Context: an optimization exercise on an open-source flow, tuned for small area. The choices shown serve that exercise and are no tape-out recipe. Where RTL was checked, it was by simulation tests only, not by an equivalence proof against the original. No functional check of the RTL was part of runs 2 and 3. Power figures rest on the tool's default switching activity, not on a simulated workload.

`config.mk`:
```
export PLATFORM = sky130hd
export DESIGN_NAME = motion_core
export DESIGN_NICKNAME = motion_core
export VERILOG_FILES = /design/flow/design.v
export SDC_FILE = /design/flow/constraint.sdc
export NUM_CORES = 4
export LEC_CHECK = 0
export CAP_MARGIN = 20
export CORE_MARGIN = 2
export CORE_UTILIZATION = 40
export CTS_BUF_LIST = sky130_fd_sc_hd__clkbuf_4 sky130_fd_sc_hd__clkbuf_8
export CTS_CLUSTER_DIAMETER = 60
export CTS_CLUSTER_SIZE = 20
export SLEW_MARGIN = 20
```
`constraint.sdc`:
```
create_clock -name core_clock -period 10.0 [get_ports {buffered_clk}]
set_input_delay 2.0000 -clock core_clock [delete_from_list [all_inputs] [get_ports {buffered_clk}]]
set_output_delay 2.0000 -clock core_clock [all_outputs]
set_load 0.01 [all_outputs]
```
`design.v`:
```
package motion_pkg;
  localparam int num_motors = 2;
  localparam int word_bits  = 64;
  localparam int acc_bits   = 16;   
  localparam int dur_bits   = 16;   
  localparam int op_bits    = 8;
  localparam int free_bits  = 4;
endpackage
`timescale 1ns/1ps
module motion_core (
  input  logic       buffered_clk,
  input  logic       resetn_in,
  input  logic       sck,
  input  logic       cs_n,
  input  logic       copi,
  output logic       cipo,
  output logic [1:0] step,
  output logic [1:0] dir,
  output logic [1:0] enable_out,
  output logic       buffer_dtr,
  output logic       move_done
);
  logic rst;
  always_ff @(posedge buffered_clk) begin
    rst <= ~resetn_in;
  end
  logic [2:0]  sck_s;
  logic [2:0]  cs_s;
  logic        sck_rise, sck_fall, cs_rise, cs_fall;
  logic [63:0] rx;           
  logic [6:0]  bit_cnt;      
  logic [3:0]  rise_d;       
  logic        cnt64;
  logic        dec;          
  logic [7:0]  op;
  assign sck_rise = sck_s[1] & ~sck_s[2];
  assign sck_fall = ~sck_s[1] & sck_s[2];
  assign cs_rise  = cs_s[1] & ~cs_s[2];
  assign cs_fall  = ~cs_s[1] & cs_s[2];
  assign cnt64    = bit_cnt[6];
  assign dec      = rise_d[3] & cnt64;
  assign op       = rx[63:56];
  always_ff @(posedge buffered_clk) begin
    if (rst) begin
      sck_s <= '0;
      cs_s  <= '1;
    end else begin
      sck_s <= {sck_s[1:0], sck};
      cs_s  <= {cs_s[1:0], cs_n};
    end
  end
  always_ff @(posedge buffered_clk) begin
    rise_d <= {rise_d[2:0], cs_rise};
    if (sck_rise) begin
      rx <= {rx[62:0], copi};
    end
  end
  always_ff @(posedge buffered_clk) begin
    if (rst || cs_fall) begin
      bit_cnt <= '0;
    end else if (sck_fall && !cnt64) begin
      bit_cnt <= bit_cnt + 7'd1;
    end
  end
  logic       push;
  logic [7:0] last_op;
  logic [7:0] moves_done;
  logic       overflow;
  logic       move_complete;
  logic       full;
  logic       is_enable, is_move, is_clear;
  assign is_enable = op == 8'h01;
  assign is_move   = op == 8'h02;
  assign is_clear  = op == 8'h03;
  always_ff @(posedge buffered_clk) begin
    if (rst) begin
      last_op <= '0;
    end else if (dec) begin
      last_op <= op;
    end
  end
  always_ff @(posedge buffered_clk) begin
    if (rst) begin
      push       <= 1'b0;
      enable_out <= '0;
      moves_done <= '0;
      overflow   <= 1'b0;
    end else begin
      push <= dec & is_move & ~full;
      if (dec & is_enable) begin
        enable_out <= rx[49:48];
      end
      if (dec & is_clear) begin
        moves_done <= '0;
      end else if (move_complete) begin
        moves_done <= moves_done + 8'd1;
      end
      if (dec & is_clear) begin
        overflow <= 1'b0;
      end else if (dec & is_move & full) begin
        overflow <= 1'b1;
      end
    end
  end
  logic [49:0] ring [8];
  logic [2:0]  wr_rel, rd_rel;
  logic        empty;
  logic        pop;
  logic        pend;         
  logic        wr_now;
  logic [3:0]  free_slots;
  logic [49:0] head;
  assign empty      = (wr_rel == rd_rel) & ~full;
  assign free_slots = {empty, rd_rel - wr_rel};
  assign wr_now     = ((wr_rel == 3'd0) & ~full) | (pend & (wr_rel == 3'd1));
  assign head       = ring[rd_rel];
  always_ff @(posedge buffered_clk) begin
    for (int i = 0; i < 7; i++) begin
      ring[i] <= ring[i+1];
    end
    ring[7] <= wr_now ? rx[49:0] : ring[0];
  end
  always_ff @(posedge buffered_clk) begin
    if (rst) begin
      wr_rel <= '0;
      rd_rel <= '0;
      full   <= 1'b0;
      pend   <= 1'b0;
    end else begin
      wr_rel <= wr_rel - {2'b0, ~push};
      rd_rel <= rd_rel - {2'b0, ~pop};
      pend   <= push | (pend & (wr_rel != 3'd1));
      if (pop) begin
        full <= 1'b0;
      end else if (push && (wr_rel + 3'd1) == rd_rel) begin
        full <= 1'b1;
      end
    end
  end
  logic [2:0]  st;
  logic [15:0] rem;
  logic [15:0] inc0, inc1, acc0, acc1;
  logic [4:0]  s0, s1;
  logic [3:0]  r_nib;
  logic        c0, c1;       
  logic        b_in, bw;     
  logic        zf;           
  logic        ld, tick, running, chk, rem_last;
  assign ld       = st == 3'b001;
  assign tick     = st == 3'b111;
  assign running  = st[2] | st[1];
  assign pop      = st == 3'b010;
  assign chk      = st[1] & st[0];
  assign s0       = {1'b0, acc0[3:0]} + {1'b0, inc0[3:0]} + {4'b0, c0};
  assign s1       = {1'b0, acc1[3:0]} + {1'b0, inc1[3:0]} + {4'b0, c1};
  assign step     = {tick & s1[4], tick & s0[4]};
  assign b_in     = (st[1:0] == 2'b00) | bw;
  assign r_nib    = rem[3:0] - {3'b0, b_in};
  assign rem_last = st[2] ? (zf & (r_nib == '0)) : (rem == '0);
  assign move_complete = chk & rem_last;
  always_ff @(posedge buffered_clk) begin
    if (ld) begin
      inc0 <= {head[39:32], head[47:40]};
      inc1 <= {head[23:16], head[31:24]};
      rem  <= {head[7:0], head[15:8]};
    end else begin
      inc0 <= {inc0[3:0], inc0[15:4]};
      inc1 <= {inc1[3:0], inc1[15:4]};
      rem  <= {st[2] ? r_nib : rem[3:0], rem[15:4]};
    end
    acc0 <= st[2] ? {s0[3:0], acc0[15:4]} : '0;
    acc1 <= st[2] ? {s1[3:0], acc1[15:4]} : '0;
    c0   <= st[2] & ~chk & s0[4];
    c1   <= st[2] & ~chk & s1[4];
    bw   <= b_in & (rem[3:0] == '0);
    zf   <= ((st[1:0] == 2'b00) | zf) & (r_nib == '0);
  end
  always_ff @(posedge buffered_clk) begin
    if (rst) begin
      st  <= 3'b000;
      dir <= '0;
    end else begin
      if (ld) begin
        dir <= head[49:48];
      end
      if ((st == 3'b000 && empty) || move_complete) begin
        st <= 3'b000;
      end else if (tick) begin
        st <= 3'b100;
      end else begin
        st <= st + 3'd1;
      end
    end
  end
  assign buffer_dtr = ~full;
  assign move_done  = empty & ~running;
  logic [7:0] md_snap;
  logic [3:0] free_snap;
  logic       busy_snap;
  logic [63:0] status;
  always_ff @(posedge buffered_clk) begin
    if (cs_fall) begin
      md_snap   <= moves_done;
      free_snap <= free_slots;
      busy_snap <= running;
    end
  end
  assign status = {last_op, 40'd0, md_snap, free_snap, overflow, busy_snap, enable_out};
  assign cipo   = ~cnt64 & status[~bit_cnt[5:0]];
endmodule
```
`run.sh`:
```
#!/bin/bash
# synth_recipe.tcl (not shown) runs the flow's synth.tcl, then flattens the netlist and writes it again
# the make line also repeats each setting of config.mk as NAME=value (left out here)
make -C /OpenROAD-flow-scripts/flow DESIGN_CONFIG=/design/flow/config.mk WORK_HOME=/design/flow/orfs CLKGATE_MAP_FILE= SYNTH_SCRIPT=/design/flow/synth_recipe.tcl finish
```
==> impl_metrics.py, run 1 <==
metrics = {
    "placement": {
        "pre_cts_ws_ns": 5.399,
        "place_congestion": 0.7697,
        "hpwlAfterDp_mm": 23.81,
        "placed_cells": 2072,
        "dpl-instance-area_mm2": 0.02004,
        "portBuffers": 13,
    },
    "hold_path": {
        "min_path_type": "register to register",
    },
    "die": {
        "core-area_mm2": 0.04775,
        "start_util_pct": 40.48,
        "pin_count": 14,
        "dieArea_mm2": 0.05009,
        "num_rows": 80,
        "dieHeight_um": 223.8,
        "die_width_um": 223.8,
    },
    "synth": {
        "synth-compound-area-share_pct": 9.458,
        "synth_area_leader_cell": "dfxtp_1",
        "ys_seq_area_share_pct": 67.38,
        "synth_area_leaders": "dfxtp_1 (55%), edfxtp_1 (12%), mux4_2 (3.5%), mux2_2 (3.4%), mux2i_1 (3.3%)",
        "ys_seq_elements": 612,
        "synthesis.nets": 1543,
        "synth_top_family_by_area": "multiplexers",
        "yosys.area.top_type_share_pct": 55.42,
        "synthAdderAreaFrac_pct": 2.007,
        "synthFlopType": "dfxtp_1",
        "syn_inst": 1510,
        "synthSimpleGateAreaFrac_pct": 7.600,
        "synthMuxAreaShare_pct": 10.19,
        "synth_warnings": 2,
        "syn_area_mm2": 0.01933,
        "synth.avg_cell_area_um2": 12.80,
        "async_flop_share_pct": 0,
        "synthXorXnorAreaFrac_pct": 0.7704,
        "synth_edf_count": 77,
        "synth_cell_types": 66,
    },
    "power": {
        "power.density_mw_per_mm2": 297.8,
        "total_power_mw": 6.214,
        "p_leak_nw": 7.990,
        "peakVddDrop_uv": 107.8,
    },
    "cts": {
        "cts_tree": "done",
        "clockRootBuffer": "clkbuf_8",
        "cts_hold_buf": 0,
        "cts_setup_buffers": 0,
        "cts_max_level": 2,
        "clk-insertion-delay-late_ns": 0.62,
        "cts_made_buffers": 39,
        "cts_buffer_depth": 3,
        "cts_resized": 0,
        "cts.sinks": 612,
        "clk_pin_slew_worst_paths_ns": 0.12,
    },
    "global_routing": {
        "antenna_found_initial": 0,
        "grt_pass1_vias": 10690,
        "overflow": 0,
        "grt.total_usage_pct": 15.42,
        "grt_max_degree": 81,
        "grt_first_pass_wirelength_mm": 60.98,
    },
    "cells_and_area": {
        "instances_no_fill": 2142,
        "area_growth_pct": 7.969,
        "final_core_util_pct": 43.71,
        "drive_gt1_share_pct": 13.17,
        "layout_common_cells": "dfxtp_1 (532), nand2_1 (100), nor2_1 (98), a21oi_1 (77), edfxtp_1 (77)",
        "final_common_cell": "dfxtp_1",
        "fin_nets": 1531,
        "stdcell_area_mm2": 0.02087,
    },
    "sta": {
        "worst_pin_slew_ns": 1.013,
        "worst_slack_ns": 4.746,
        "fmax_mhz": 190.3,
        "slew_violations": 0,
        "period_share_pct": 52.54,
        "fin_setup_tns_ns": 0,
        "finClkSkew_ns": 0.05455,
        "setup_viol": 0,
        "fin_crit_ns": 5.254,
        "relSlewSlack_pct": 32.47,
        "hold_viol_final": 0,
        "timing.hold.ws_ns": 0.3215,
        "rsz0062_at_grt": "no",
    },
    "route": {
        "ant_nets": 0,
        "vias": 10740,
        "routed_via_density": 5.014,
        "drt-initial-drc-count": 704,
        "dr.pass1.iters": 4,
        "route.detailed.drc": 0,
        "routed_wirelength_mm": 38.37,
        "wire_per_inst_um": 17.92,
    },
    "critical_path": {
        "setup.worst_path.end_class": "output pin",
        "arrival_ns": 3.25,
        "required_ns": 8.00,
        "cp_max_fo": 42,
        "start_kind": "register",
        "r2r_slack_ns": 6.64,
        "setup.worst_path.class": "register to output pin",
    },
    "flow_run": {
        "drv_cap": 0,
    },
    "status": {
        "outcome": "finished clean",
    },
}
## logic make-up after synthesis
kind of cell    after synthesis
simple gates                309
buf+inv                     126
compound gates              266
flops                       612
fa+ha+maj                    28
xor+xnor                     17
mux                         152
## sequential cells by signal, indices dropped and copies added (netlist names), 16 cells and up
register / count
acc0: 16
acc1: 16
inc0: 16
inc1: 16
rem: 16
ring: 400
rx: 64
## area by class of cell
cell class | count | area, um^2
Multi-Input combinational cell | 772 | 5833
Sequential cell | 612 | 13030
Tap cell | 615 | 769.5
Antenna cell | 1 | 2.502
Inverter | 45 | 168.9
Fill cell | 4326 | 26880
Clock inverter | 8 | 71.32
Timing Repair Buffer | 28 | 242.7
Clock buffer | 61 | 745.7
## Yosys cell counts (7+ instances only)
library cell	instances
xnor2_1	11
and2_1	36
clkbuf_1	59
nor2b_1	15
o221ai_1	10
or2_2	7
mux2i_1	64
o21ai_0	24
a211oi_1	23
nand2b_1	13
buf_2	14
edfxtp_1	77
o22ai_1	16
o2bb2ai_1	12
nand2_1	100
mux4_2	30
nor2_1	100
dfxtp_1	535
mux2_2	58
o31ai_1	19
a22oi_1	20
inv_1	44
ha_1	23
a21oi_1	77
a22o_1	24
## critical path: stages, from the launching register on
cell             delay, ns
dfxtp_4               0.83
clkinv_1              0.21
ha_1                  0.36
and4_1                0.27
nor3b_1               0.34
clkdlybuf4s50_1       0.62
## routing by layer
metal  part of all wire (%)  GRT usage (%)  up-vias  routed length [um]
met2                     44          24.37      165               16920
met3                    3.8          2.584       54                1445
met1                     50          22.04     5255               19260
met5                      0              0        -                   0
li1                       -              -     5266                   -
met4                    2.0          3.935        0                 749
## power breakdown
group | internal (mW) | total (mW) | leakage (nW) | switching [mW]
clock | 0.491 | 1.25 | 0.439 | 0.762
sequential | 3.07 | 3.45 | 5.19 | 0.377
combinational | 0.660 | 1.51 | 2.36 | 0.852
## path summary, 6_finish.rpt
path,from,endpoint,cells after the start
max,rd_rel[0],move_done,5
min,ring[3][6],ring[2][6],0
max reg2reg,rd_rel[0],inc0[2],6
min reg2reg,ring[3][6],ring[2][6],0
==> run 2: changes to the inputs <==
--- a/design.v
+++ b/design.v
@@ -111,8 +111,18 @@
   logic [3:0]  free_slots;
   logic [49:0] head;
+  logic        ld;
   assign empty      = (wr_rel == rd_rel) & ~full;
   assign free_slots = {empty, rd_rel - wr_rel};
   assign wr_now     = ((wr_rel == 3'd0) & ~full) | (pend & (wr_rel == 3'd1));
-  assign head       = ring[rd_rel];
+  logic [7:0]  rsel;
+  always_comb begin
+    for (int i = 0; i < 8; i++) begin
+      rsel[i] = ld & (rd_rel == 3'(i));
+    end
+    head = '0;
+    for (int i = 0; i < 8; i++) begin
+      head = head | ({50{rsel[i]}} & ring[i]);
+    end
+  end
   always_ff @(posedge buffered_clk) begin
     for (int i = 0; i < 7; i++) begin
@@ -146,5 +156,5 @@
   logic        b_in, bw;     
   logic        zf;           
-  logic        ld, tick, running, chk, rem_last;
+  logic        tick, running, chk, rem_last;
   assign ld       = st == 3'b001;
   assign tick     = st == 3'b111;
@@ -160,13 +170,7 @@
   assign move_complete = chk & rem_last;
   always_ff @(posedge buffered_clk) begin
-    if (ld) begin
-      inc0 <= {head[39:32], head[47:40]};
-      inc1 <= {head[23:16], head[31:24]};
-      rem  <= {head[7:0], head[15:8]};
-    end else begin
-      inc0 <= {inc0[3:0], inc0[15:4]};
-      inc1 <= {inc1[3:0], inc1[15:4]};
-      rem  <= {st[2] ? r_nib : rem[3:0], rem[15:4]};
-    end
+    inc0 <= {head[39:32], head[47:40]} | ({16{~ld}} & {inc0[3:0], inc0[15:4]});
+    inc1 <= {head[23:16], head[31:24]} | ({16{~ld}} & {inc1[3:0], inc1[15:4]});
+    rem  <= {head[7:0], head[15:8]} | ({16{~ld}} & {st[2] ? r_nib : rem[3:0], rem[15:4]});
     acc0 <= st[2] ? {s0[3:0], acc0[15:4]} : '0;
     acc1 <= st[2] ? {s1[3:0], acc1[15:4]} : '0;
@@ -181,7 +185,5 @@
       dir <= '0;
     end else begin
-      if (ld) begin
-        dir <= head[49:48];
-      end
+      dir <= head[49:48] | ({2{~ld}} & dir);
       if ((st == 3'b000 && empty) || move_complete) begin
         st <= 3'b000;
==> config.mk (replaced) <==
export PLATFORM = sky130hd
export DESIGN_NAME = motion_core
export DESIGN_NICKNAME = motion_core
export VERILOG_FILES = /design/flow/design.v
export SDC_FILE = /design/flow/constraint.sdc
export NUM_CORES = 4
export LEC_CHECK = 0
export CAP_MARGIN = 0
export CORE_MARGIN = 2
export CORE_UTILIZATION = 40
export CTS_BUF_LIST = sky130_fd_sc_hd__clkbuf_8
export CTS_CLUSTER_DIAMETER = 50
export CTS_CLUSTER_SIZE = 16
export SLEW_MARGIN = 0
==> impl_metrics.py, run 2 <==
metrics = {
    "status": {
        "outcome": "finished clean",
    },
    "cells_and_area": {
        "layout_common_cells": "dfxtp_1 (535), edfxtp_1 (77), a22oi_1 (58), nand3_1 (55), clkbuf_8 (54)",
        "final_common_cell": "dfxtp_1",
        "fillerInstances": 3973,
        "largest_reg_flops": 400,
        "drive_gt1_share_pct": 11.01,
        "top_register": "ring",
        "antennaDiodeCount": 0,
        "instances_no_fill": 1900,
        "area_growth_pct": 8.577,
        "top_regs": "ring x400, rx x64",
        "fin_nets": 1306,
    },
    "cts": {
        "cts_tree": "done",
        "cts_max_level": 2,
        "clk-insertion-delay-late_ns": 0.65,
        "cts_setup_buffers": 0,
        "clockRootBuffer": "clkbuf_8",
        "cts_buffer_depth": 3,
        "cts_made_buffers": 47,
        "cts.sinks": 612,
        "clk_pin_slew_worst_paths_ns": 0.09,
        "cts_hold_buf": 0,
        "cts_resized": 0,
    },
    "synth": {
        "synth_area_leaders": "dfxtp_1 (60%), edfxtp_1 (13%), mux2_2 (3.1%), a222oi_1 (2.7%), a22oi_1 (2.4%)",
        "synthFlopType": "dfxtp_1",
        "synth_area_leader_cell": "dfxtp_1",
        "synthXorXnorAreaFrac_pct": 0.8311,
        "ys_top_cells_by_count": "dfxtp_1 (535), edfxtp_1 (77), a22oi_1 (58), clkbuf_1 (57), nand3_1 (55)",
        "syn_area_mm2": 0.01791,
        "syn_inst": 1279,
        "synth_warnings": 2,
        "async_flop_share_pct": 0,
        "yosys.area.top_type_share_pct": 59.78,
        "synthAdderAreaFrac_pct": 2.165,
        "ys_seq_area_share_pct": 72.69,
        "synth_edf_count": 77,
        "synth-compound-area-share_pct": 11.64,
        "yosys.cell_count.top_type": "dfxtp_1",
        "synthMuxAreaShare_pct": 4.302,
        "synth_top_family_by_area": "compound AO/OA/AOI/OAI gates",
        "synthesis.nets": 1312,
        "synth_cell_types": 49,
        "synthSimpleGateAreaFrac_pct": 6.209,
        "ys_seq_elements": 612,
        "synth.avg_cell_area_um2": 14.01,
    },
    "global_routing": {
        "grt.total_usage_pct": 15.89,
        "grt_max_degree": 65,
        "grt_pass1_vias": 10130,
        "antenna_found_initial": 0,
        "overflow": 0,
        "grt_first_pass_wirelength_mm": 58.47,
    },
    "sta": {
        "hold_viol_final": 0,
        "worst_pin_slew_ns": 1.148,
        "timing.hold.ws_ns": 0.3327,
        "period_share_pct": 50.04,
        "setup_viol": 0,
        "fin_crit_ns": 5.004,
        "slew_violations": 0,
        "finClkSkew_ns": 0.03602,
        "rsz0062_at_grt": "no",
        "fin_setup_tns_ns": 0,
        "relSlewSlack_pct": 23.34,
        "fmax_mhz": 199.8,
    },
    "route": {
        "drt-initial-drc-count": 831,
        "dr.pass1.iters": 8,
        "routed_via_density": 5.249,
        "route.detailed.drc": 0,
        "ant_nets": 0,
        "routed_wirelength_mm": 36.92,
        "vias": 9973,
        "wire_per_inst_um": 19.43,
    },
    "power": {
        "power.density_mw_per_mm2": 279.0,
        "peakVddDrop_uv": 117.1,
        "p_leak_nw": 7.442,
    },
    "critical_path": {
        "setup.worst_path.class": "register to output pin",
        "cp_max_fo": 38,
        "required_ns": 8.00,
        "arrival_ns": 3.00,
        "r2r_slack_ns": 6.99,
        "setup.worst_path.end_class": "output pin",
        "start_kind": "register",
    },
    "placement": {
        "hpwlAfterDp_mm": 19.81,
        "portBuffers": 13,
        "place_congestion": 0.7504,
        "placed_cells": 1816,
    },
    "flow_run": {
        "drv_cap": 0,
    },
    "hold_path": {
        "min_path_type": "register to register",
    },
    "die": {
        "dieHeight_um": 215.6,
        "core-area_mm2": 0.04422,
        "start_util_pct": 40.51,
        "pin_count": 14,
        "die_width_um": 215.6,
        "dieArea_mm2": 0.04650,
        "num_rows": 77,
    },
}
-- run 2: cell types whose count changed in the layout (fill, tap and decap cells not counted), sizes merged, moves of 48 or more --
cell    previous run  this run
nor2             100        39
nand3              6        55
mux2i             64         5
nand2            100        22
a21oi             77        29
a222oi             0        48
-- run 2: worst max-delay path, stage by stage, from the launching register on --
cell and delay (ns):
dfxtp_1 0.98, inv_1 0.55, and3_1 0.34, clkdlybuf4s50_1 0.48
-- run 2: path summary, 6_finish.rpt --
kind / depth (start not counted) / start / endpoint
max reg2reg: 5 / st[2] / inc0[13]
min: 0 / ring[5][31] / ring[4][31]
max: 3 / st[2] / move_done
min reg2reg: 0 / ring[5][31] / ring[4][31]
-- run 2: metrics by stage --
step                power, mW  util, %  cell area, um^2  setup WS [ns]
floorplan               3.859        -            17910          6.084
global placement        4.177    41.97            18560          5.676
detailed placement      4.187    41.97            18560          5.656
CTS                     5.474    43.99            19450          4.930
global route            5.714    43.99            19450          4.757
finish                  5.427    43.99            19450          4.996
-- run 2: kinds of logic after synthesis --
group / after synthesis
AOI/OAI and AO/OA: 258
DFF: 612
adders and majority gates: 28
xor gates and xnor gates: 17
muxes: 62
buffers and inverters: 97
and+or+nand+nor: 205
-- run 2: power by group --
part / internal, mW / total [mW] / leakage, nW / switching, mW
combinational: 0.329 / 0.776 / 1.71 / 0.446
sequential: 3.06 / 3.36 / 5.19 / 0.307
clock: 0.504 / 1.29 / 0.542 / 0.783
total: 3.89 / 5.43 / 7.44 / 1.54
-- run 2: cell type report --
cell class | count | area [um^2] | share of cell area, %
Sequential cell | 612 | 13020 | 66.95
Multi-Input combinational cell | 570 | 4541 | 23.34
Clock buffer | 54 | 743.2 | 3.821
Tap cell | 592 | 740.7 | 3.808
Timing Repair Buffer | 18 | 167.7 | 0.8620
Clock inverter | 30 | 146.4 | 0.7526
Inverter | 24 | 90.09 | 0.4631
-- run 2: routing by layer --
metal	wire length, um	part of all wire, %	global-route usage (%)
met1	17810	48	22.53
met2	16610	45	24.86
met3	1802	4.9	2.678
met4	701	1.9	4.966
met5	0	0	0
==> run 3: changes to the inputs <==
--- a/config.mk
+++ b/config.mk
@@ -6,5 +6,5 @@
 export NUM_CORES = 4
 export LEC_CHECK = 0
-export CAP_MARGIN = 0
+export CAP_MARGIN = 20
 export CORE_MARGIN = 2
 export CORE_UTILIZATION = 40
@@ -12,3 +12,3 @@
 export CTS_CLUSTER_DIAMETER = 50
 export CTS_CLUSTER_SIZE = 16
-export SLEW_MARGIN = 0
+export SLEW_MARGIN = 20
==> impl_metrics.py, run 3 <==
metrics = {
    "global_routing": {
        "grt.total_usage_pct": 15.89,
        "grt_pass1_vias": 10130,
        "antenna_found_initial": 0,
        "grt_max_degree": 65,
        "grt_first_pass_wirelength_mm": 58.47,
        "overflow": 0,
    },
    "critical_path": {
        "cp_max_fo": 38,
        "arrival_ns": 3.01,
        "r2r_slack_ns": 6.98,
        "crit_path_start": "st[2]",
        "setup.worst_path.class": "register to output pin",
        "start_kind": "register",
        "reg2reg_from": "st[2]",
        "path_buf_inv": 2,
        "cpPeakStageDelay_ns": 0.99,
        "required_ns": 8.00,
        "cpLargestDelayFamily": "buffers and inverters",
        "path_cells": "inv_1 > and3_1 > clkdlybuf4s50_1",
        "cp_slowest_cell": "dfxtp_1",
        "setup.worst_path.end_class": "output pin",
    },
    "synth": {
        "synth_cell_types": 49,
        "synth_edf_count": 77,
        "synth-compound-area-share_pct": 11.64,
        "synth_top_family_by_area": "compound AO/OA/AOI/OAI gates",
        "syn_area_mm2": 0.01791,
        "synthAdderAreaFrac_pct": 2.165,
        "synthSimpleGateAreaFrac_pct": 6.209,
        "ys_seq_area_share_pct": 72.69,
        "synth.avg_cell_area_um2": 14.01,
        "yosys.cell_count.top_type": "dfxtp_1",
        "ys_top_cells_by_count": "dfxtp_1 (535), edfxtp_1 (77), a22oi_1 (58), clkbuf_1 (57), nand3_1 (55)",
        "synthesis.nets": 1312,
        "synth_area_leaders": "dfxtp_1 (60%), edfxtp_1 (13%), mux2_2 (3.1%), a222oi_1 (2.7%), a22oi_1 (2.4%)",
        "ys_seq_elements": 612,
        "synthFlopType": "dfxtp_1",
        "syn_inst": 1279,
        "async_flop_share_pct": 0,
        "synthMuxAreaShare_pct": 4.302,
        "synth_warnings": 2,
        "synthXorXnorAreaFrac_pct": 0.8311,
        "yosys.area.top_type_share_pct": 59.78,
        "synth_area_leader_cell": "dfxtp_1",
    },
    "cells_and_area": {
        "top_regs": "ring x400, rx x64",
        "fin_nets": 1306,
        "fillerInstances": 3974,
        "antennaDiodeCount": 0,
        "stdcell_area_mm2": 0.01945,
        "final_common_cell": "dfxtp_1",
        "area_growth_pct": 8.591,
        "largest_reg_flops": 400,
        "drive_gt1_share_pct": 11.09,
        "layout_common_cells": "dfxtp_1 (535), edfxtp_1 (77), a22oi_1 (58), nand3_1 (55), clkbuf_8 (54)",
        "top_register": "ring",
    },
    "sta": {
        "relSlewSlack_pct": 29.69,
        "hold_viol_final": 0,
        "rsz0062_at_grt": "no",
        "finClkSkew_ns": 0.02994,
        "worst_pin_slew_ns": 1.055,
        "fin_crit_ns": 5.013,
        "fin_setup_tns_ns": 0,
        "fmax_mhz": 199.5,
        "setup_viol": 0,
        "slew_violations": 0,
        "period_share_pct": 50.13,
    },
    "cts": {
        "cts.sinks": 612,
        "cts_resized": 0,
        "cts_made_buffers": 47,
        "cts_buffer_depth": 3,
        "clk-insertion-delay-late_ns": 0.64,
        "cts_max_level": 2,
        "clk_pin_slew_worst_paths_ns": 0.09,
        "cts_tree": "done",
        "cts_setup_buffers": 0,
        "clockRootBuffer": "clkbuf_8",
        "cts_hold_buf": 0,
    },
    "die": {
        "dieArea_mm2": 0.04650,
        "pin_count": 14,
        "dieHeight_um": 215.6,
        "core-area_mm2": 0.04422,
        "num_rows": 77,
        "die_width_um": 215.6,
        "start_util_pct": 40.51,
    },
    "power": {
        "peakVddDrop_uv": 117.2,
        "total_power_mw": 5.424,
        "p_leak_nw": 7.444,
        "power.density_mw_per_mm2": 278.8,
    },
    "route": {
        "routed_wirelength_mm": 36.80,
        "ant_nets": 0,
        "wl_met3_mm": 1.914,
        "top_layer_used": "met4",
        "routed_via_density": 5.255,
        "drt-initial-drc-count": 872,
        "met2_length_mm": 16.63,
        "wire_per_inst_um": 19.37,
        "vias": 9984,
        "dr.pass1.iters": 8,
        "route.detailed.drc": 0,
        "wl_met1_mm": 17.50,
    },
    "placement": {
        "portBuffers": 13,
        "place_congestion": 0.7504,
        "dpl-instance-area_mm2": 0.01856,
        "hpwlAfterDp_mm": 19.81,
    },
    "flow_run": {
        "drv_cap": 0,
    },
    "status": {
        "outcome": "finished clean",
    },
    "hold_path": {
        "min_from": "ring[5][31]",
        "min_path_type": "register to register",
    },
}
-- run 3: changes by cell type in the layout (fill, tap and decap cells not counted) --
cell,previous run,this run
nor2b_1,6,5
nor2b_2,0,1
-- run 3: final timing paths --
check | endpoint | cells past startpoint
worst min register to register | ring[4][31] | 0
worst min-delay path | ring[4][31] | 0
worst max register to register | inc0[13] | 5
worst max-delay path | move_done | 3
-- run 3: per-stage QoR --
stage / worst slack, ns / hold slack, ns / instances / utilization [%]
after CTS: 4.930 / 0.3328 / 1900 / 43.99
final: 4.987 / 0.3356 / 1900 / 43.99
after floorplan: 6.084 / 0.3096 / 1279 / -
after global routing: 4.757 / 0.3409 / 1900 / 43.99
after global placement: 5.676 / 0.3117 / 1816 / 41.97
after detailed placement: 5.656 / 0.3154 / 1816 / 41.97
-- run 3: area by class of cell --
| class | count | area (um^2) | share of cell area (%) |
|---|---|---|---|
| sequential | 612 | 13020 | 66.94 |
| multi-input combinational | 570 | 4543 | 23.35 |
| clock buffer | 54 | 743.2 | 3.820 |
| tap | 592 | 740.7 | 3.808 |
| timing repair buffer | 18 | 167.7 | 0.8618 |
| clock inverter | 30 | 146.4 | 0.7525 |
| inverter | 24 | 90.09 | 0.4631 |
-- run 3: kinds of logic after synthesis --
family | Yosys count
xor gates and xnor gates | 17
adders and majority gates | 28
and+or+nand+nor | 205
DFF | 612
AOI/OAI and AO/OA | 258
muxes | 62
buffers and inverters | 97
-- run 3: power by group --
group          switching (mW)  internal, mW
clock                   0.780         0.504
combinational           0.447         0.329
sequential              0.306          3.06
total                    1.53          3.89
-- run 3: routing by layer --
layer	GRT usage [%]	vias up
met5	0	-
met1	22.53	4967
met2	24.86	244
met4	4.966	0
li1	-	4715
met3	2.678	58
==> run 4: changes to the inputs <==
--- a/design.v
+++ b/design.v
@@ -173,6 +173,6 @@
     inc1 <= {head[23:16], head[31:24]} | ({16{~ld}} & {inc1[3:0], inc1[15:4]});
     rem  <= {head[7:0], head[15:8]} | ({16{~ld}} & {st[2] ? r_nib : rem[3:0], rem[15:4]});
-    acc0 <= st[2] ? {s0[3:0], acc0[15:4]} : '0;
-    acc1 <= st[2] ? {s1[3:0], acc1[15:4]} : '0;
+    acc0 <= {st[2] ? s0[3:0] : 4'b0, acc0[15:4]};
+    acc1 <= {st[2] ? s1[3:0] : 4'b0, acc1[15:4]};
     c0   <= st[2] & ~chk & s0[4];
     c1   <= st[2] & ~chk & s1[4];
==> flow/run.sh (new file) <==
#!/bin/bash
set -euo pipefail
export CTS_ARGS="-sink_clustering_enable -repair_clock_nets -sink_clustering_size 16 -sink_clustering_max_diameter 50 -buf_list sky130_fd_sc_hd__clkbuf_8 -dont_use_dummy_load"
export BUFFER_PORTS_ARGS="-buffer_cell sky130_fd_sc_hd__buf_1"
bash standard.sh > flow_make.log 2>&1
==> standard.sh (new file) <==
#!/bin/bash
# synth_recipe.tcl (not shown) runs the flow's synth.tcl, then flattens the netlist and writes it again
# the make line also repeats each setting of config.mk as NAME=value (left out here)
make -C /OpenROAD-flow-scripts/flow DESIGN_CONFIG=/design/flow/config.mk WORK_HOME=/design/flow/orfs CLKGATE_MAP_FILE= SYNTH_SCRIPT=/design/flow/synth_recipe.tcl "${@:-finish}"
removed: run.sh
==> impl_metrics.py, run 4 <==
metrics = {
    "synth": {
        "synth_area_leader_cell": "dfxtp_1",
        "syn_area_mm2": 0.01776,
        "ys_seq_area_share_pct": 73.31,
        "synth-compound-area-share_pct": 11.83,
        "yosys.cell_count.top_type": "dfxtp_1",
        "synth.avg_cell_area_um2": 14.22,
        "async_flop_share_pct": 0,
        "synthMuxAreaShare_pct": 4.283,
        "synth_edf_count": 77,
        "synthAdderAreaFrac_pct": 2.184,
        "syn_inst": 1249,
        "synthFlopType": "dfxtp_1",
        "synthSimpleGateAreaFrac_pct": 5.367,
        "synth_cell_types": 50,
        "synth_warnings": 2,
        "synth_area_leaders": "dfxtp_1 (60%), edfxtp_1 (13%), mux2_2 (3.2%), a222oi_1 (2.7%), a221oi_1 (2.5%)",
        "synthXorXnorAreaFrac_pct": 0.8382,
        "synthesis.nets": 1282,
        "synth_top_family_by_area": "compound AO/OA/AOI/OAI gates",
        "yosys.area.top_type_share_pct": 60.29,
        "ys_top_cells_by_count": "dfxtp_1 (535), edfxtp_1 (77), nand3_1 (60), a22oi_1 (54), clkbuf_1 (53)",
        "ys_seq_elements": 612,
    },
    "global_routing": {
        "grt_max_degree": 65,
        "overflow": 0,
        "antenna_found_initial": 0,
        "grt.total_usage_pct": 15.59,
        "grt_first_pass_wirelength_mm": 56.99,
        "grt_pass1_vias": 9976,
    },
    "cells_and_area": {
        "top_register": "ring",
        "antennaDiodeCount": 0,
        "drive_gt1_share_pct": 10.59,
        "fin_nets": 1282,
        "layout_common_cells": "dfxtp_1 (535), edfxtp_1 (77), nand3_1 (60), a22oi_1 (54)",
        "final_common_cell": "dfxtp_1",
        "largest_reg_flops": 400,
        "top_regs": "ring x400, rx x64",
        "area_growth_pct": 6.980,
        "stdcell_area_mm2": 0.01900,
    },
    "sta": {
        "hold_viol_final": 0,
        "period_share_pct": 45.84,
        "rsz0062_at_grt": "no",
        "slew_violations": 0,
        "fin_crit_ns": 4.584,
        "timing.hold.ws_ns": 0.3005,
        "worst_slack_ns": 5.416,
        "worst_pin_slew_ns": 0.9651,
        "fin_setup_tns_ns": 0,
        "relSlewSlack_pct": 35.66,
        "setup_viol": 0,
        "fmax_mhz": 218.2,
        "finClkSkew_ns": 0.05492,
    },
    "die": {
        "dieHeight_um": 214.7,
        "core-area_mm2": 0.04403,
        "start_util_pct": 40.34,
        "pin_count": 14,
        "num_rows": 77,
        "dieArea_mm2": 0.04611,
        "die_width_um": 214.7,
    },
    "cts": {
        "clockRootBuffer": "clkbuf_8",
        "clk_pin_slew_worst_paths_ns": 0.10,
        "cts_max_level": 2,
        "cts_hold_buf": 0,
        "cts_tree": "done",
        "cts_buffer_depth": 3,
        "clk-insertion-delay-late_ns": 0.62,
        "cts_made_buffers": 47,
        "cts_setup_buffers": 0,
        "cts.sinks": 612,
        "cts_resized": 0,
    },
    "placement": {
        "dpl-instance-area_mm2": 0.01835,
        "portBuffers": 13,
        "place_congestion": 0.7467,
        "hpwlAfterDp_mm": 19.72,
        "pre_cts_ws_ns": 5.984,
    },
    "route": {
        "wl_met1_mm": 17.11,
        "drt-initial-drc-count": 841,
        "routed_wirelength_mm": 36.10,
        "met2_length_mm": 16.60,
        "wl_met3_mm": 1.745,
        "ant_nets": 0,
        "dr.pass1.iters": 5,
        "wire_per_inst_um": 19.63,
        "top_layer_used": "met4",
        "vias": 9830,
        "routed_via_density": 5.345,
        "route.detailed.drc": 0,
    },
    "power": {
        "p_leak_nw": 7.189,
        "total_power_mw": 5.291,
        "power.density_mw_per_mm2": 278.4,
        "peakVddDrop_uv": 118.1,
    },
    "critical_path": {
        "setup.worst_path.end_class": "output pin",
        "reg2reg_from": "st[1]",
        "arrival_ns": 2.58,
        "setup.worst_path.class": "register to output pin",
        "start_kind": "register",
        "required_ns": 8.00,
        "crit_path_start": "bit_cnt[0]",
        "cp_max_fo": 9,
    },
    "hold_path": {
        "min_path_type": "register to register",
        "min_from": "ring[4][37]",
    },
    "status": {
        "outcome": "finished clean",
    },
    "flow_run": {
        "drv_cap": 0,
    },
}
==> run 4: final timing paths <==
check	slack, ns	endpoint	depth (start not counted)
max	5.42	cipo	5
min reg2reg	0.30	ring[3][37]	0
max reg2reg	6.98	dir[1]	8
min	0.30	ring[3][37]	0
==> run 4: kinds of logic (layout without fill, tap and decap cells) <==
kind of cell               Yosys count  after routing
xor gates and xnor gates            17             17
adders and majority gates           28             28
buffers and inverters               95             93
and+or+nand+nor                    177            177
DFF                                612            612
AOI/OAI and AO/OA                  259            259
muxes                               61             61
==> run 4: area by class of cell <==
cell class	count	area [um^2]
fillers	3987	25030
clock buffers	47	646.9
multi-input cells	542	4387
repair buffers	22	116.4
inverters	24	90.09
flip-flops and latches	612	13020
well taps	592	740.7
==> run 4: worst max-delay path: stages (launching register included) <==
cell      delay, ns
dfxtp_1        0.63
mux4_2         0.57
mux4_2         0.48
nand4b_1       0.10
o21ai_0        0.09
buf_1          0.13
==> run 4: layer usage <==
metal | vias to the layer above | GRT usage (%)
met5 | - | 0
met4 | 0 | 4.236
met3 | 56 | 2.534
met2 | 231 | 25.19
met1 | 4935 | 21.78
li1 | 4608 | -
==> run 4: stage by stage <==
| step | std cells | util, % |
|---|---|---|
| global route | 1839 | 43.16 |
| floorplan | 1249 | - |
| finish | 1839 | 43.16 |
| CTS | 1839 | 43.16 |
| detailed placement | 1792 | 41.69 |
| global placement | 1792 | 41.69 |
==> run 4: where the power goes <==
| part | total, mW | internal (mW) | switching [mW] |
|---|---|---|---|
| combinational | 0.777 | 0.330 | 0.447 |
| clock | 1.14 | 0.421 | 0.717 |
| sequential | 3.38 | 3.07 | 0.310 |
==> run 5: changes to the inputs <==
==> flow/run.sh (replaced) <==
#!/bin/bash
set -euo pipefail
export CTS_ARGS="-sink_clustering_enable -repair_clock_nets -sink_clustering_size 30 -sink_clustering_max_diameter 40 -buf_list sky130_fd_sc_hd__clkbuf_16 -dont_use_dummy_load"
export BUFFER_PORTS_ARGS="-buffer_cell sky130_fd_sc_hd__buf_1"
bash standard.sh > flow_make.log 2>&1
--- a/config.mk
+++ b/config.mk
@@ -9,6 +9,3 @@
 export CORE_MARGIN = 2
 export CORE_UTILIZATION = 40
-export CTS_BUF_LIST = sky130_fd_sc_hd__clkbuf_8
-export CTS_CLUSTER_DIAMETER = 50
-export CTS_CLUSTER_SIZE = 16
 export SLEW_MARGIN = 20
==> impl_metrics.py, run 5 <==
metrics = {
    "critical_path": {
        "setup.worst_path.class": "register to output pin",
        "required_ns": 8.00,
        "arrival_ns": 2.56,
        "setup.worst_path.end_class": "output pin",
        "cpPeakStageDelay_ns": 0.61,
        "path_buf_inv": 1,
        "path_cells": "mux4_2 > mux4_2 > nand4b_1 > o21ai_0 > buf_1",
        "cpLargestDelayFamily": "multiplexers",
        "path_common_cell": "mux4_2",
        "cp_slowest_cell": "dfxtp_1",
        "cp_max_fo": 9,
        "start_kind": "register",
        "r2r_slack_ns": 6.98,
    },
    "synth": {
        "synthFlopType": "dfxtp_1",
        "syn_inst": 1249,
        "ys_seq_elements": 612,
        "synth_warnings": 2,
        "synth_edf_count": 77,
        "ys_top_cells_by_count": "dfxtp_1 (535), edfxtp_1 (77), nand3_1 (60), a22oi_1 (54), clkbuf_1 (53)",
        "synth.avg_cell_area_um2": 14.22,
        "synth_area_leader_cell": "dfxtp_1",
        "synth_area_leaders": "dfxtp_1 (60%), edfxtp_1 (13%), mux2_2 (3.2%), a222oi_1 (2.7%), a221oi_1 (2.5%)",
        "yosys.cell_count.top_type": "dfxtp_1",
        "synthesis.nets": 1282,
        "syn_area_mm2": 0.01776,
        "synth_cell_types": 50,
        "async_flop_share_pct": 0,
        "ys_seq_area_share_pct": 73.31,
        "yosys.area.top_type_share_pct": 60.29,
    },
    "cts": {
        "cts_tree": "done",
        "cts_setup_buffers": 0,
        "cts_buffer_depth": 3,
        "cts_hold_buf": 0,
        "cts.sinks": 612,
        "cts_max_level": 2,
        "clockRootBuffer": "clkbuf_16",
        "clk-insertion-delay-late_ns": 0.58,
        "cts_made_buffers": 56,
        "clk_pin_slew_worst_paths_ns": 0.07,
        "cts_resized": 0,
    },
    "cells_and_area": {
        "final_core_util_pct": 44.87,
        "fin_nets": 1291,
        "top_register": "ring",
        "layout_common_cells": "dfxtp_1 (535), edfxtp_1 (77), nand3_1 (60), clkbuf_16 (56), a22oi_1 (54)",
        "final_common_cell": "dfxtp_1",
        "drive_gt1_share_pct": 11.23,
        "largest_reg_flops": 400,
        "antennaDiodeCount": 0,
        "fillerInstances": 3912,
        "top_regs": "ring x400, rx x64",
        "area_growth_pct": 11.23,
    },
    "sta": {
        "fin_setup_tns_ns": 0,
        "rsz0062_at_grt": "no",
        "setup_viol": 0,
        "hold_viol_final": 0,
        "fin_crit_ns": 4.559,
        "worst_pin_slew_ns": 0.9551,
        "relSlewSlack_pct": 36.33,
        "slew_violations": 0,
        "finClkSkew_ns": 0.03604,
        "fmax_mhz": 219.3,
        "period_share_pct": 45.59,
    },
    "route": {
        "route.detailed.drc": 0,
        "drt-initial-drc-count": 939,
        "dr.pass1.iters": 7,
        "vias": 9854,
        "ant_nets": 0,
        "routed_wirelength_mm": 36.38,
        "routed_via_density": 5.332,
        "wire_per_inst_um": 19.69,
    },
    "die": {
        "dieHeight_um": 214.7,
        "start_util_pct": 40.34,
        "core-area_mm2": 0.04403,
        "dieArea_mm2": 0.04611,
        "die_width_um": 214.7,
        "pin_count": 14,
        "num_rows": 77,
    },
    "global_routing": {
        "grt_first_pass_wirelength_mm": 57.72,
        "grt.total_usage_pct": 15.82,
        "grt_pass1_vias": 10100,
        "antenna_found_initial": 0,
        "overflow": 0,
        "grt_max_degree": 65,
    },
    "power": {
        "p_leak_nw": 7.542,
        "peakVddDrop_uv": 147.8,
        "power.density_mw_per_mm2": 300.8,
    },
    "placement": {
        "hpwlAfterDp_mm": 19.72,
        "portBuffers": 13,
        "place_congestion": 0.7467,
    },
    "flow_run": {
        "drv_cap": 0,
    },
    "status": {
        "outcome": "finished clean",
    },
    "hold_path": {
        "min_path_type": "register to register",
    },
}
-- run 5: cell counts after synthesis --
No cell type changed its count.
-- run 5: worst register-to-register path, cell delays in order (launching register included) --
cell	delay (ns)
dfxtp_1	0.32
inv_1	0.13
ha_1	0.27
nor3b_1	0.44
and2_2	0.82
buf_4	0.53
a22o_1	0.23
a221oi_1	0.05
nand3_1	0.16
-- run 5: metal layers --
layer | vias up | track usage, % | wire, um
met2 | 204 | 25.48 | 16700
met4 | 0 | 4.977 | 809
met1 | 4944 | 21.79 | 17230
met3 | 64 | 2.718 | 1646
met5 | - | 0 | 0
li1 | 4642 | - | -
-- run 5: logic make-up (layout without fill, tap and decap cells) --
kind of cell | Yosys count | count (layout) | share of synthesized area, %
flops | 612 | 612 | 73.31
compound gates | 259 | 259 | 11.83
simple gates | 177 | 177 | 5.367
buf+inv | 95 | 102 | 2.184
mux | 61 | 61 | 4.283
fa+ha+maj | 28 | 28 | 2.184
xor+xnor | 17 | 17 | 0.8382
-- run 5: final cells by class --
class / instances / area (um^2) / share of cell area (%)
timing repair buffer: 22 / 116.4 / 0.5889
clock buffer: 56 / 1401 / 7.093
multi-input combinational: 542 / 4387 / 22.20
sequential: 612 / 13020 / 65.91
tap: 592 / 740.7 / 3.749
inverter: 24 / 90.09 / 0.4560
-- run 5: stage by stage --
| stage | instances | setup slack, ns | power [mW] | instance area [um^2] | hold slack, ns |
|---|---|---|---|---|---|
| 2_1_floorplan | 1249 | 6.084 | 3.877 | 17760 | 0.3096 |
| 4_1_cts | 1848 | 5.389 | 5.985 | 19760 | 0.3103 |
| 3_5_place_dp | 1792 | 5.984 | 4.201 | 18350 | 0.3121 |
| 3_3_place_gp | 1792 | 5.996 | 4.186 | 18350 | 0.3106 |
| 5_1_grt | 1848 | 5.292 | 6.229 | 19760 | 0.3169 |
| 6_report | 1848 | 5.441 | 5.943 | 19760 | 0.3067 |
-- run 5: path summary, 6_finish.rpt --
| check | start | end | cells past startpoint |
|---|---|---|---|
| hold reg to reg | acc1[10] | acc1[6] | 0 |
| setup / recovery | bit_cnt[0] | cipo | 5 |
| hold / removal | acc1[10] | acc1[6] | 0 |
| setup reg to reg | st[1] | rem[1] | 8 |
-- run 5: power by group --
group | switching (mW) | internal, mW
sequential | 0.311 | 3.07
combinational | 0.449 | 0.330
clock | 0.805 | 0.976
==> run 6: changes to the inputs <==
==> flow/run.sh (replaced) <==
#!/bin/bash
set -euo pipefail
export CTS_ARGS="-sink_clustering_enable -repair_clock_nets -sink_clustering_size 24 -sink_clustering_max_diameter 35 -buf_list sky130_fd_sc_hd__clkbuf_16 -dont_use_dummy_load"
export BUFFER_PORTS_ARGS="-buffer_cell sky130_fd_sc_hd__buf_1"
bash standard.sh > flow_make.log 2>&1
==> impl_metrics.py, run 6 <==
metrics = {
    "cts": {
        "cts.sinks": 612,
        "cts_made_buffers": 72,
        "clk-insertion-delay-late_ns": 0.57,
        "cts_resized": 0,
        "cts_hold_buf": 0,
        "cts_max_level": 3,
        "clockRootBuffer": "clkbuf_16",
        "cts_tree": "done",
        "clk_pin_slew_worst_paths_ns": 0.06,
        "cts_setup_buffers": 0,
        "cts_buffer_depth": 3,
    },
    "placement": {
        "portBuffers": 13,
        "dpl-instance-area_mm2": 0.01835,
        "place_congestion": 0.7467,
        "hpwlAfterDp_mm": 19.72,
    },
    "power": {
        "swShare_pct": 25.68,
        "p_leak_nw": 7.739,
        "p_clk_share_pct": 33.6,
        "p_seq_share_pct": 54.0,
        "peakVddDrop_uv": 114.7,
        "power.density_mw_per_mm2": 311.0,
        "p_sw_mw": 1.610,
        "internal_power_mw": 4.660,
        "p_comb_share_pct": 12.4,
    },
    "sta": {
        "worst_pin_slew_ns": 0.9533,
        "fin_crit_ns": 4.523,
        "setup_viol": 0,
        "fin_setup_tns_ns": 0,
        "fmax_mhz": 221.1,
        "hold_viol_final": 0,
        "relSlewSlack_pct": 36.45,
        "period_share_pct": 45.23,
        "finClkSkew_ns": 0.04827,
        "rsz0062_at_grt": "no",
        "slew_violations": 0,
    },
    "die": {
        "num_rows": 77,
        "dieHeight_um": 214.7,
        "core-area_mm2": 0.04403,
        "start_util_pct": 40.34,
        "die_width_um": 214.7,
        "pin_count": 14,
        "dieArea_mm2": 0.04611,
    },
    "flow_run": {
        "drv_cap": 0,
    },
    "synth": {
        "syn_area_mm2": 0.01776,
        "ys_top_cells_by_count": "dfxtp_1 (535), edfxtp_1 (77), nand3_1 (60), a22oi_1 (54), clkbuf_1 (53)",
        "ys_seq_elements": 612,
        "synth_area_leader_cell": "dfxtp_1",
        "synthAdderAreaFrac_pct": 2.184,
        "ys_seq_area_share_pct": 73.31,
        "synthMuxAreaShare_pct": 4.283,
        "yosys.area.top_type_share_pct": 60.29,
        "async_flop_share_pct": 0,
        "syn_inst": 1249,
        "synth.avg_cell_area_um2": 14.22,
        "synthSimpleGateAreaFrac_pct": 5.367,
        "yosys.cell_count.top_type": "dfxtp_1",
        "synthFlopType": "dfxtp_1",
        "synth_area_leaders": "dfxtp_1 (60%), edfxtp_1 (13%), mux2_2 (3.2%), a222oi_1 (2.7%), a221oi_1 (2.5%)",
        "synth_warnings": 2,
        "synth_edf_count": 77,
        "synth_top_family_by_area": "compound AO/OA/AOI/OAI gates",
        "synthXorXnorAreaFrac_pct": 0.8382,
        "synth_cell_types": 50,
        "synth-compound-area-share_pct": 11.83,
        "synthesis.nets": 1282,
    },
    "hold_path": {
        "holdPathEnd": "acc0[9]",
        "min_path_type": "register to register",
        "min_from": "acc0[13]",
        "whs_path_depth": 0,
    },
    "critical_path": {
        "ff2ff_path_depth": 8,
        "required_ns": 8.00,
        "arrival_ns": 2.52,
        "setup.worst_path.class": "register to output pin",
        "reg2reg_from": "st[1]",
        "timing.rr.end": "dir[1]",
        "setup.worst_path.end_class": "output pin",
        "start_kind": "register",
        "cp_max_fo": 9,
        "r2r_slack_ns": 7.03,
    },
    "cells_and_area": {
        "stdcell_area_mm2": 0.02016,
        "top_register": "ring",
        "top_regs": "ring x400, rx x64",
        "area_growth_pct": 13.48,
        "largest_reg_flops": 400,
        "antennaDiodeCount": 0,
        "drive_gt1_share_pct": 12.34,
        "layout_common_cells": "dfxtp_1 (535), edfxtp_1 (77), clkbuf_16 (72), nand3_1 (60), a22oi_1 (54)",
        "final_common_cell": "dfxtp_1",
        "fin_nets": 1307,
    },
    "route": {
        "dr.pass1.iters": 5,
        "route.detailed.drc": 0,
        "routed_wirelength_mm": 36.61,
        "vias": 10050,
        "drt-initial-drc-count": 868,
        "routed_via_density": 5.389,
        "ant_nets": 0,
        "wire_per_inst_um": 19.64,
    },
    "global_routing": {
        "grt_first_pass_wirelength_mm": 58.12,
        "overflow": 0,
        "grt_max_degree": 65,
        "grt.total_usage_pct": 15.93,
        "grt_pass1_vias": 10230,
        "antenna_found_initial": 0,
    },
    "status": {
        "outcome": "finished clean",
    },
}
-- run 6: cell counts after synthesis --
Identical to the previous run, type by type.
-- run 6: worst max path at each step --
stage	from	to	slack, ns	depth (start not counted)
2_1_floorplan	bit_cnt[0]	cipo	6.08	5
3_3_place_gp	bit_cnt[0]	cipo	6.00	5
3_5_place_dp	bit_cnt[0]	cipo	5.98	5
4_1_cts	bit_cnt[0]	cipo	5.41	5
5_1_grt	bit_cnt[0]	cipo	5.32	5
6_report	bit_cnt[0]	cipo	5.48	5
-- run 6: cell families (layout without fill, tap and decap cells) --
| family | after synthesis | after routing |
|---|---|---|
| muxes | 61 | 61 |
| DFF | 612 | 612 |
| buffers and inverters | 95 | 118 |
| and+or+nand+nor | 177 | 177 |
| AOI/OAI and AO/OA | 259 | 259 |
| adders and majority gates | 28 | 28 |
| xor gates and xnor gates | 17 | 17 |
-- run 6: critical path: stages (launching register included) --
cell and delay, ns:
dfxtp_1 0.61, mux4_2 0.57, mux4_2 0.48, nand4b_1 0.10
o21ai_0 0.09, buf_1 0.13
-- run 6: cell type report --
| cell class | count | area, um^2 |
|---|---|---|
| tap | 592 | 740.7 |
| inverter | 24 | 90.09 |
| timing repair buffer | 22 | 116.4 |
| fill | 3854 | 23870 |
| sequential | 612 | 13020 |
| multi-input combinational | 542 | 4387 |
| clock buffer | 72 | 1802 |
-- run 6: routing by layer --
layer | track usage (%) | wire length (um)
met5 | 0 | 0
met4 | 5.370 | 738
met3 | 3.284 | 2117
met2 | 25.17 | 16760
met1 | 21.85 | 16990
-- run 6: metrics by stage --
step | total power, mW | worst slack (ns) | std cells | util, % | hold WS (ns)
finish | 6.270 | 5.477 | 1864 | 45.78 | 0.3033
global placement | 4.186 | 5.996 | 1792 | 41.69 | 0.3106
detailed placement | 4.201 | 5.984 | 1792 | 41.69 | 0.3121
CTS | 6.328 | 5.411 | 1864 | 45.78 | 0.3037
global route | 6.577 | 5.319 | 1864 | 45.78 | 0.3176
floorplan | 3.877 | 6.084 | 1249 | - | 0.3096
-- run 6: power by group through the flow --
| stage | registers (mW) | clock network, mW | logic, mW |
|---|---|---|---|
| after global routing | 3.45 | 2.26 | 0.865 |
| after global placement | 3.41 | 0 | 0.778 |
| after detailed placement | 3.42 | 0 | 0.780 |
| after floorplan | 3.31 | 0 | 0.568 |
| after CTS | 3.38 | 2.16 | 0.787 |
| final | 3.38 | 2.11 | 0.779 |
==> run 7: changes to the inputs <==
==> flow/run.sh (replaced) <==
#!/bin/bash
set -euo pipefail
export CTS_ARGS="-sink_clustering_enable -repair_clock_nets -sink_clustering_size 12 -sink_clustering_max_diameter 40 -buf_list sky130_fd_sc_hd__clkbuf_4 -dont_use_dummy_load"
export BUFFER_PORTS_ARGS="-buffer_cell sky130_fd_sc_hd__buf_1"
bash standard.sh > flow_make.log 2>&1
==> impl_metrics.py, run 7 <==
metrics = {
    "critical_path": {
        "r2r_slack_ns": 6.98,
        "setup.worst_path.end_class": "output pin",
        "cpPeakStageDelay_ns": 0.63,
        "cp_slowest_cell": "dfxtp_1",
        "path_cells": "mux4_2 > mux4_2 > nand4b_1 > o21ai_0 > buf_1",
        "cp_max_fo": 9,
        "reg2reg_from": "st[1]",
        "start_kind": "register",
        "arrival_ns": 2.71,
        "ff2ff_path_depth": 8,
        "path_common_cell": "mux4_2",
        "setup.worst_path.class": "register to output pin",
        "required_ns": 8.00,
        "timing.rr.end": "dir[1]",
    },
    "power": {
        "p_comb_share_pct": 15.0,
        "p_sw_mw": 1.468,
        "p_clk_share_pct": 19.8,
        "internal_power_mw": 3.706,
        "swShare_pct": 28.37,
        "peakVddDrop_uv": 86.99,
        "power.density_mw_per_mm2": 274.2,
        "p_seq_share_pct": 65.2,
        "p_leak_nw": 7.160,
    },
    "die": {
        "dieArea_mm2": 0.04611,
        "num_rows": 77,
        "pin_count": 14,
        "core-area_mm2": 0.04403,
        "start_util_pct": 40.34,
        "dieHeight_um": 214.7,
        "die_width_um": 214.7,
    },
    "cts": {
        "cts_setup_buffers": 0,
        "cts_buffer_depth": 3,
        "cts.sinks": 612,
        "cts_made_buffers": 67,
        "cts_max_level": 3,
        "clockRootBuffer": "clkbuf_4",
        "cts_resized": 0,
        "clk_pin_slew_worst_paths_ns": 0.12,
        "cts_hold_buf": 0,
        "cts_tree": "done",
        "clk-insertion-delay-late_ns": 0.72,
    },
    "sta": {
        "finClkSkew_ns": 0.08104,
        "fin_setup_tns_ns": 0,
        "worst_pin_slew_ns": 0.9715,
        "fmax_mhz": 212.2,
        "rsz0062_at_grt": "no",
        "slew_violations": 0,
        "timing.hold.ws_ns": 0.2888,
        "relSlewSlack_pct": 35.24,
        "fin_crit_ns": 4.713,
        "hold_viol_final": 0,
        "setup_viol": 0,
        "period_share_pct": 47.13,
    },
    "placement": {
        "hpwlAfterDp_mm": 19.72,
        "place_congestion": 0.7467,
        "portBuffers": 13,
    },
    "synth": {
        "ys_seq_elements": 612,
        "synth.avg_cell_area_um2": 14.22,
        "ys_seq_area_share_pct": 73.31,
        "synth_area_leaders": "dfxtp_1 (60%), edfxtp_1 (13%), mux2_2 (3.2%), a222oi_1 (2.7%), a221oi_1 (2.5%)",
        "syn_area_mm2": 0.01776,
        "synthesis.nets": 1282,
        "synth_cell_types": 50,
        "syn_inst": 1249,
        "synth_area_leader_cell": "dfxtp_1",
        "synth_edf_count": 77,
        "yosys.area.top_type_share_pct": 60.29,
        "async_flop_share_pct": 0,
        "ys_top_cells_by_count": "dfxtp_1 (535), edfxtp_1 (77), nand3_1 (60), a22oi_1 (54), clkbuf_1 (53)",
        "synthFlopType": "dfxtp_1",
        "yosys.cell_count.top_type": "dfxtp_1",
        "synth_warnings": 2,
    },
    "global_routing": {
        "grt_max_degree": 65,
        "grt_pass1_vias": 10090,
        "grt_first_pass_wirelength_mm": 57.52,
        "overflow": 0,
        "antenna_found_initial": 2,
        "grt.total_usage_pct": 15.84,
    },
    "cells_and_area": {
        "top_regs": "ring x400, rx x64",
        "top_register": "ring",
        "layout_common_cells": "dfxtp_1 (535), edfxtp_1 (77), clkbuf_4 (67), nand3_1 (60), a22oi_1 (54)",
        "area_growth_pct": 6.198,
        "fin_nets": 1302,
        "largest_reg_flops": 400,
        "drive_gt1_share_pct": 12.00,
        "final_common_cell": "dfxtp_1",
    },
    "route": {
        "route.detailed.drc": 0,
        "drt-initial-drc-count": 757,
        "vias": 9949,
        "routed_wirelength_mm": 36.34,
        "dr.pass1.iters": 8,
        "ant_nets": 0,
        "routed_via_density": 5.346,
        "wire_per_inst_um": 19.52,
    },
    "hold_path": {
        "whs_path_depth": 0,
        "min_from": "acc0[13]",
        "min_path_type": "register to register",
        "holdPathEnd": "acc0[9]",
    },
    "flow_run": {
        "drv_cap": 0,
    },
    "status": {
        "outcome": "finished clean",
    },
}
## run 7: cell count changes in the layout (fill, tap and decap cells not counted), sizes merged
cell,delta
clkbuf,-5
diode,+2
## run 7: metal layers
layer | up-vias | GRT usage (%) | wire (um)
li1 | 4669 | - | -
met1 | 4991 | 21.88 | 17090
met2 | 233 | 25.11 | 16650
met3 | 56 | 3.355 | 1973
met4 | 0 | 4.699 | 624
met5 | - | 0 | 0
## run 7: how the worst max path moves through the flow
stage	start	end	depth (start not counted)
floorplan	bit_cnt[0]	cipo	5
global placement	bit_cnt[0]	cipo	5
detailed placement	bit_cnt[0]	cipo	5
CTS	bit_cnt[0]	cipo	5
global route	bit_cnt[0]	cipo	5
finish	bit_cnt[0]	cipo	5
## run 7: kinds of logic after synthesis
group | count (synthesis) | synth area share, %
AOI/OAI and AO/OA | 259 | 11.83
and+or+nand+nor | 177 | 5.367
DFF | 612 | 73.31
buffers and inverters | 95 | 2.184
adders and majority gates | 28 | 2.184
xor gates and xnor gates | 17 | 0.8382
muxes | 61 | 4.283
## run 7: power groups by stage
stage	sequential (mW)	combinational [mW]	clock, mW
after floorplan	3.31	0.568	0
after global placement	3.41	0.778	0
after detailed placement	3.42	0.780	0
after CTS	3.37	0.785	1.07
after global routing	3.44	0.865	1.16
final	3.37	0.776	1.02
## run 7: area by class of cell
type	count	area, um^2
flip-flops and latches	612	13020
fillers	4001	25160
clock buffers	67	503.0
repair buffers	22	116.4
inverters	24	90.09
well taps	592	740.7
diodes	2	5.005
multi-input cells	542	4387
## run 7: critical path, delay by kind of cell (launching register included)
kind,cells,cell delay [ns]
AND/OR/NAND/NOR,1,0.10
multiplexers,2,1.05
AO/OA/AOI/OAI,1,0.09
buffers and inverters,1,0.13
flip-flops,1,0.63
## run 7: metrics by stage
| step | setup WS [ns] | power, mW | util (%) | instances | instance area (um^2) |
|---|---|---|---|---|---|
| after floorplan | 6.084 | 3.877 | - | 1249 | 17760 |
| after global placement | 5.996 | 4.186 | 41.69 | 1792 | 18350 |
| after detailed placement | 5.984 | 4.201 | 41.69 | 1792 | 18350 |
| after CTS | 5.192 | 5.227 | 42.83 | 1859 | 18860 |
| after global routing | 5.092 | 5.467 | 42.85 | 1861 | 18860 |
| final | 5.287 | 5.173 | 42.85 | 1861 | 18860 |
==> run 8: changes to the inputs <==
==> flow/run.sh (replaced) <==
#!/bin/bash
set -euo pipefail
export CTS_ARGS="-sink_clustering_enable -repair_clock_nets -sink_clustering_size 20 -sink_clustering_max_diameter 40 -buf_list sky130_fd_sc_hd__clkbuf_8 -dont_use_dummy_load"
export BUFFER_PORTS_ARGS="-buffer_cell sky130_fd_sc_hd__buf_1"
bash standard.sh > flow_make.log 2>&1
==> impl_metrics.py, run 8 <==
metrics = {
    "status": {
        "outcome": "finished clean",
    },
    "synth": {
        "syn_inst": 1249,
        "synth_edf_count": 77,
        "yosys.area.top_type_share_pct": 60.29,
        "async_flop_share_pct": 0,
        "synthFlopType": "dfxtp_1",
        "ys_seq_area_share_pct": 73.31,
        "synth_area_leader_cell": "dfxtp_1",
        "ys_top_cells_by_count": "dfxtp_1 (535), edfxtp_1 (77), nand3_1 (60), a22oi_1 (54), clkbuf_1 (53)",
        "synth_area_leaders": "dfxtp_1 (60%), edfxtp_1 (13%), mux2_2 (3.2%), a222oi_1 (2.7%), a221oi_1 (2.5%)",
        "synth_cell_types": 50,
        "ys_seq_elements": 612,
        "syn_area_mm2": 0.01776,
        "yosys.cell_count.top_type": "dfxtp_1",
        "synth_warnings": 2,
        "synthesis.nets": 1282,
        "synth.avg_cell_area_um2": 14.22,
    },
    "die": {
        "num_rows": 77,
        "die_width_um": 214.7,
        "pin_count": 14,
        "core-area_mm2": 0.04403,
        "dieHeight_um": 214.7,
        "start_util_pct": 40.34,
        "dieArea_mm2": 0.04611,
    },
    "sta": {
        "hold_viol_final": 0,
        "relSlewSlack_pct": 35.82,
        "fin_setup_tns_ns": 0,
        "worst_pin_slew_ns": 0.9627,
        "slew_violations": 0,
        "finClkSkew_ns": 0.06250,
        "worst_slack_ns": 5.414,
        "fmax_mhz": 218.0,
        "period_share_pct": 45.86,
        "rsz0062_at_grt": "no",
        "fin_crit_ns": 4.586,
        "setup_viol": 0,
    },
    "global_routing": {
        "antenna_found_initial": 0,
        "grt.total_usage_pct": 15.70,
        "grt_max_degree": 65,
        "grt_first_pass_wirelength_mm": 57.28,
        "grt_pass1_vias": 10070,
        "overflow": 0,
    },
    "critical_path": {
        "required_ns": 8.00,
        "setup.worst_path.class": "register to output pin",
        "cp_slowest_cell": "dfxtp_1",
        "start_kind": "register",
        "arrival_ns": 2.59,
        "cpPeakStageDelay_ns": 0.62,
        "path_cells": "mux4_2 > mux4_2 > nand4b_1 > o21ai_0 > buf_1",
        "setup.worst_path.end_class": "output pin",
        "path_common_cell": "mux4_2",
        "cp_max_fo": 9,
    },
    "cells_and_area": {
        "area_growth_pct": 7.678,
        "antennaDiodeCount": 0,
        "final_common_cell": "dfxtp_1",
        "layout_common_cells": "dfxtp_1 (535), edfxtp_1 (77), nand3_1 (60), clkbuf_8 (56), a22oi_1 (54)",
        "fillerInstances": 3971,
        "drive_gt1_share_pct": 11.23,
        "fin_nets": 1291,
        "top_regs": "ring x400, rx x64",
        "largest_reg_flops": 400,
        "final_core_util_pct": 43.44,
        "top_register": "ring",
        "stdcell_area_mm2": 0.01913,
    },
    "placement": {
        "hpwlAfterDp_mm": 19.72,
        "dpl-instance-area_mm2": 0.01835,
        "place_congestion": 0.7467,
        "portBuffers": 13,
        "pre_cts_ws_ns": 5.984,
    },
    "cts": {
        "clk-insertion-delay-late_ns": 0.64,
        "clockRootBuffer": "clkbuf_8",
        "cts.sinks": 612,
        "cts_buffer_depth": 3,
        "clk_pin_slew_worst_paths_ns": 0.10,
        "cts_max_level": 2,
        "cts_hold_buf": 0,
        "cts_made_buffers": 56,
        "cts_tree": "done",
        "cts_setup_buffers": 0,
        "cts_resized": 0,
    },
    "route": {
        "route.detailed.drc": 0,
        "wire_per_inst_um": 19.55,
        "dr.pass1.iters": 5,
        "ant_nets": 0,
        "drt-initial-drc-count": 931,
        "routed_via_density": 5.354,
        "vias": 9895,
        "routed_wirelength_mm": 36.14,
    },
    "power": {
        "p_sw_mw": 1.489,
        "internal_power_mw": 3.894,
        "swShare_pct": 27.66,
        "power.density_mw_per_mm2": 281.4,
        "p_comb_share_pct": 14.4,
        "p_seq_share_pct": 62.7,
        "p_leak_nw": 7.254,
        "p_clk_share_pct": 22.8,
        "peakVddDrop_uv": 121.4,
    },
    "flow_run": {
        "drv_cap": 0,
    },
    "hold_path": {
        "min_path_type": "register to register",
    },
}
## run 8: cell counts after synthesis
Identical to the previous run, type by type.
## run 8: critical path, delay by kind of cell, from the launching register on
kind / cells / cell delay (ns)
simple gates: 1 / 0.10
buf+inv: 1 / 0.13
mux: 2 / 1.05
flops: 1 / 0.62
compound gates: 1 / 0.09
## run 8: path summary, 6_finish.rpt
check                           startpoint  endpoint  slack (ns)  cells past startpoint
worst max register to register       st[1]    rem[1]        7.02                      8
worst min-delay path              acc1[10]   acc1[6]        0.30                      0
worst min register to register    acc1[10]   acc1[6]        0.30                      0
worst max-delay path            bit_cnt[0]      cipo        5.41                      5
## run 8: kinds of logic after synthesis
logic type      after synthesis  share of synthesized area, %
buf+inv                      95                         2.184
fa+ha+maj                    28                         2.184
compound gates              259                         11.83
flops                       612                         73.31
xor+xnor                     17                        0.8382
simple gates                177                         5.367
mux                          61                         4.283
## run 8: through the flow
stage | hold WS (ns) | total power, mW | instances
2_1_floorplan | 0.3096 | 3.877 | 1249
3_3_place_gp | 0.3106 | 4.186 | 1792
3_5_place_dp | 0.3121 | 4.201 | 1792
4_1_cts | 0.3054 | 5.429 | 1848
5_1_grt | 0.3077 | 5.670 | 1848
6_report | 0.3024 | 5.383 | 1848
## run 8: cell type report
type	count	area, um^2	share of cell area (%)
tap	592	740.7	3.873
clock buffer	56	770.7	4.030
sequential	612	13020	68.08
multi-input combinational	542	4387	22.93
timing repair buffer	22	116.4	0.6084
inverter	24	90.09	0.4710
## run 8: power by group through the flow
stage	Sequential, mW	Clock (mW)	Combinational [mW]
after floorplan	3.31	0	0.568
after global placement	3.41	0	0.778
after detailed placement	3.42	0	0.780
after CTS	3.37	1.27	0.785
after global routing	3.44	1.36	0.865
final	3.38	1.23	0.777
## run 8: per-layer routing
metal	global-route usage (%)	up-vias	part of all wire, %
li1	-	4628	-
met1	21.80	4975	47
met2	25.17	233	46
met3	2.873	59	5.3
met4	4.468	0	1.9
met5	0	-	0

-- static timing again, ports no longer ideal --
The results above use ideal ports. As a check the final layouts listed here were re-extracted and re-timed, cells and wires unchanged. Step 1 (the two cells are an assumption about what drives the block):
set clk [get_ports {buffered_clk}]
set_driving_cell -lib_cell sky130_fd_sc_hd__clkbuf_16 $clk
set_driving_cell -lib_cell sky130_fd_sc_hd__buf_2 [delete_from_list [all_inputs] $clk]
Step 2 times the ports against the registers' clock, not the clock port: input delays grow and output delays shrink by t, the midpoint of the rising clock arrivals with the driver on. a / b / c = ideal / step 1 / step 2; a / b = the first two.
| run | shift t [ns] | setup WS [ns] | clock arrival spread, ns |
|---|---|---|---|
| run 1 | 0.645 | 4.746 / 4.693 / 5.338 | 0.054 / 0.055 |
| run 2 | 0.675 | 4.996 / 4.945 / 5.620 | 0.046 / 0.046 |
| run 3 | 0.674 | 4.987 / 4.935 / 5.609 | 0.044 / 0.044 |
| run 4 | 0.647 | 5.416 / 5.360 / 6.008 | 0.055 / 0.055 |
| run 5 | 0.619 | 5.441 / 5.381 / 5.999 | 0.061 / 0.061 |
| run 6 | 0.596 | 5.477 / 5.420 / 6.016 | 0.064 / 0.064 |
| run 7 | 0.740 | 5.287 / 5.239 / 5.979 | 0.119 / 0.118 |
| run 8 | 0.661 | 5.414 / 5.358 / 6.019 | 0.084 / 0.084 |
After both steps every run listed still meets setup and hold.
